Context: an optimization exercise on an open-source flow, tuned for small area. The choices shown serve that exercise and are no tape-out recipe.
In this exercise RTL edits were held to simulation tests only and were not proved equivalent to the original.
Power and IR drop assume default switching activity.

// axi_rt_budget_ctrl
module axi_rt_budget_ctrl
#(
    parameter int unsigned NumChannels = 2,
    parameter int unsigned NumRegions  = 4,
    localparam int unsigned RegW = (NumRegions > 1) ? $clog2(NumRegions) : 1,
    localparam int unsigned NCR  = NumChannels * NumRegions
) (
    input  logic                        clk_i,
    input  logic                        rst_ni,
    input  logic [NCR-1:0]              enable_i,
    input  logic [NCR*axi_rt_pkg::BudgetWidth-1:0]  cfg_budget_i,
    input  logic [NCR*axi_rt_pkg::PeriodWidth-1:0]  cfg_period_i,
    input  logic                        cfg_commit_i,
    output logic                        cfg_pending_o,
    input  logic [NumChannels-1:0]      req_valid_i,
    input  logic [NumChannels*RegW-1:0] req_region_i,
    input  logic [NumChannels*axi_rt_pkg::BeatsWidth-1:0] req_beats_i,
    output logic [NumChannels-1:0]      req_ready_o,
    output logic [NCR*axi_rt_pkg::BudgetWidth-1:0]  budget_left_o,
    output logic [NCR*axi_rt_pkg::PeriodWidth-1:0]  period_left_o,
    output logic [NCR*axi_rt_pkg::OvrWidth-1:0]     overrun_o,
    input  logic                        ovr_clear_i,
    output logic                        irq_o
);
Size in the first run: ~1,100 flip-flops, roughly 1,100 I/O pins, about 56,000 um^2 of cells after synthesis.
==> module axi_rt_budget_cnt, before the edit <==
module axi_rt_budget_cnt
(
    input  logic    clk_i,
    input  logic    rst_ni,
    input  logic    enable_i,
    input  axi_rt_pkg::rt_cfg_t shadow_i,
    input  logic    commit_i,
    input  logic    zero_i,
    input  logic    req_i,
    input  axi_rt_pkg::beats_t  beats_i,
    input  logic    ovr_clear_i,
    output logic    ready_o,
    output axi_rt_pkg::budget_t budget_left_o,
    output axi_rt_pkg::period_t period_left_o,
    output axi_rt_pkg::ovr_t    overrun_o,
    output logic    pending_o,
    output logic    ovr_evt_o
);
    axi_rt_pkg::rt_cfg_t cfg_q;
    axi_rt_pkg::budget_t budget_q, budget_d, next_budget, sub_a;
    axi_rt_pkg::period_t period_q, period_d, next_period;
    axi_rt_pkg::ovr_t    ovr_q, ovr_d;
    axi_rt_pkg::beats_t  sub_b;
    logic [axi_rt_pkg::BudgetWidth:0] diff;
    logic    pending_q, pending_d, stall_q, stall_d;
    logic    restricted, ge, accept, stall, wrap, reload, ovr_evt, cfg_zero;
    assign restricted = enable_i && (period_q != '0);
    assign ge         = budget_q >= axi_rt_pkg::budget_t'(beats_i);
    assign ready_o    = !restricted || ge;
    assign accept     = req_i && restricted && ge;
    assign stall      = req_i && restricted && !ge;
    assign wrap       = enable_i && (period_q == axi_rt_pkg::period_t'(1));
    assign reload     = !restricted || wrap;
    assign ovr_evt    = wrap && (stall_q || stall);
    assign cfg_zero    = zero_i && !pending_q;
    assign next_budget = cfg_zero ? '0 : cfg_q.budget;
    assign next_period = cfg_zero ? '0 : cfg_q.period;
    assign sub_a    = reload ? next_budget : budget_q;
    assign sub_b    = accept ? beats_i : '0;
    assign diff     = {1'b0, sub_a} - {{(axi_rt_pkg::BudgetWidth+1-axi_rt_pkg::BeatsWidth){1'b0}}, sub_b};
    assign budget_d = diff[axi_rt_pkg::BudgetWidth] ? '0 : diff[axi_rt_pkg::BudgetWidth-1:0];
    assign period_d  = reload ? next_period : period_q - axi_rt_pkg::period_t'(1);
    assign pending_d = commit_i || (pending_q && !reload);
    assign stall_d   = !reload && (stall_q || stall);
    always_comb begin
        if (ovr_clear_i)                  ovr_d = '0;
        else if (ovr_evt && ovr_q != '1)  ovr_d = ovr_q + axi_rt_pkg::ovr_t'(1);
        else                              ovr_d = ovr_q;
    end
    always_ff @(posedge clk_i) begin
        if (commit_i) cfg_q <= shadow_i;
    end
    always_ff @(posedge clk_i or negedge rst_ni) begin
        if (!rst_ni) begin
            pending_q <= 1'b0;
            budget_q  <= '0;
            period_q  <= '0;
            stall_q   <= 1'b0;
            ovr_q     <= '0;
        end else begin
            pending_q <= pending_d;
            budget_q  <= budget_d;
            period_q  <= period_d;
            stall_q   <= stall_d;
            ovr_q     <= ovr_d;
        end
    end
    assign budget_left_o = budget_q;
    assign period_left_o = period_q;
    assign overrun_o     = ovr_q;
    assign pending_o     = pending_q;
    assign ovr_evt_o     = ovr_evt;
endmodule
Settings: LEC_CHECK=0, CAP_MARGIN=20, CORE_AREA=2.3 2.72 197.7 577.3, DIE_AREA=0 0 200 580, SLEW_MARGIN=20; clock period 10.0 ns.
run.sh (not shown) runs the stock make flow with config.mk's settings and CLKGATE_MAP_FILE= SYNTH_SCRIPT=/design/flow/synth_recipe.tcl, a recipe that flattens the netlist after the stock synthesis.
The starting point completed without violations.
Change:
--- a/flow/design.v
+++ b/flow/design.v
@@ -36,30 +36,47 @@
     output logic    ovr_evt_o
 );
+    localparam int unsigned BW = axi_rt_pkg::BudgetWidth;
+    localparam int unsigned PW = axi_rt_pkg::PeriodWidth;
+    localparam int unsigned NW = axi_rt_pkg::BeatsWidth;
     axi_rt_pkg::rt_cfg_t cfg_q;
-    axi_rt_pkg::budget_t budget_q, budget_d, next_budget, sub_a;
-    axi_rt_pkg::period_t period_q, period_d, next_period;
+    logic [BW-1:0] budget_q, budget_d, sub_a, sub_d;
+    logic [PW-1:0] period_q, period_d, dec;
     axi_rt_pkg::ovr_t    ovr_q, ovr_d;
-    axi_rt_pkg::beats_t  sub_b;
-    logic [axi_rt_pkg::BudgetWidth:0] diff;
+    logic [NW-1:0] sub_b;
+    logic [NW:0]   sub_lo;
+    logic [BW-NW:0] bw;
+    logic [PW:0]    pz;
     logic    pending_q, pending_d, stall_q, stall_d;
-    logic    restricted, ge, accept, stall, wrap, reload, ovr_evt, cfg_zero;
-    assign restricted = enable_i && (period_q != '0);
-    assign ge         = budget_q >= axi_rt_pkg::budget_t'(beats_i);
+    logic    nz, one, restricted, ge, accept, stall, wrap, reload, ld, run, ovr_evt;
+    assign pz[0] = 1'b1;
+    for (genvar i = 0; i < PW; i++) begin : g_dec
+        assign pz[i+1] = pz[i] & ~period_q[i];
+        assign dec[i]  = period_q[i] ^ pz[i];
+    end
+    assign nz  = !pz[PW];
+    assign one = period_q[0] && (period_q[PW-1:1] == '0);
+    assign restricted = enable_i && nz;
+    assign ge         = (|budget_q[BW-1:NW]) || (budget_q[NW-1:0] >= beats_i);
     assign ready_o    = !restricted || ge;
     assign accept     = req_i && restricted && ge;
     assign stall      = req_i && restricted && !ge;
-    assign wrap       = enable_i && (period_q == axi_rt_pkg::period_t'(1));
-    assign reload     = !restricted || wrap;
+    assign wrap       = enable_i && one;
+    assign run        = restricted && !one;
+    assign reload     = !run;
+    assign ld         = reload && !(zero_i && !pending_q);
     assign ovr_evt    = wrap && (stall_q || stall);
-    assign cfg_zero    = zero_i && !pending_q;
-    assign next_budget = cfg_zero ? '0 : cfg_q.budget;
-    assign next_period = cfg_zero ? '0 : cfg_q.period;
-    assign sub_a    = reload ? next_budget : budget_q;
-    assign sub_b    = accept ? beats_i : '0;
-    assign diff     = {1'b0, sub_a} - {{(axi_rt_pkg::BudgetWidth+1-axi_rt_pkg::BeatsWidth){1'b0}}, sub_b};
-    assign budget_d = diff[axi_rt_pkg::BudgetWidth] ? '0 : diff[axi_rt_pkg::BudgetWidth-1:0];
-    assign period_d  = reload ? next_period : period_q - axi_rt_pkg::period_t'(1);
-    assign pending_d = commit_i || (pending_q && !reload);
-    assign stall_d   = !reload && (stall_q || stall);
+    assign sub_a  = ld ? cfg_q.budget : budget_q;
+    assign sub_b  = accept ? beats_i : '0;
+    assign sub_lo = {1'b0, sub_a[NW-1:0]} - {1'b0, sub_b};
+    assign bw[0]  = sub_lo[NW];
+    for (genvar i = 0; i < BW-NW; i++) begin : g_sub
+        assign bw[i+1]     = bw[i] & ~sub_a[NW+i];
+        assign sub_d[NW+i] = sub_a[NW+i] ^ bw[i];
+    end
+    assign sub_d[NW-1:0] = sub_lo[NW-1:0];
+    assign budget_d = bw[BW-NW] ? '0 : sub_d;
+    assign period_d  = ({PW{run}} & dec) | ({PW{ld}} & cfg_q.period);
+    assign pending_d = commit_i || (pending_q && run);
+    assign stall_d   = run && (stall_q || stall);
     always_comb begin
         if (ovr_clear_i)                  ovr_d = '0;
What happened:
- The new run finished with negative setup slack left
- final area went up by about 9%
- final cell count went down by 8.2%
- synthesized cell count went down by 21%
- global-route usage went down by 3.7 points
- count of clock-buffer cells in the layout went up by 8
- die area does not change
- setup slack got worse by 3.7 ns
- critical path depth went up by 58
- utilization went up by 6.0 points
- sequential cell count is unchanged
- sequential power went down by about 3%
- clock power went up by about 1%
- via count went down by 16%
- non-clock buffer count went up by 389

-- separate check: timing with driven ports --
The results above use ideal ports. As a check the final layouts listed here were re-extracted and re-timed, cells and wires unchanged.
Step 1 assumes that a clkbuf_16 drives the clock port and a buf_2 every other input.
Step 2 moves the port delays by t, midway between the first and last clock arrival at a register: inputs arrive t later, outputs are due t later. That takes back most of the time a late clock gives input paths.
Three values: no drivers, after step 1, after step 2; two values: the first two.
run | t (ns) | slack for setup (ns) | pins driven straight from the clock port
the first run | 0.786 | 2.602 / 2.506 / 2.006 | 1
the second run | 0.772 | -1.060 / -1.060 / -1.060 | 1
For the first run, which loses most, drivers alone change the setup slack by -0.096 ns; drivers and shift together by -0.596 ns.
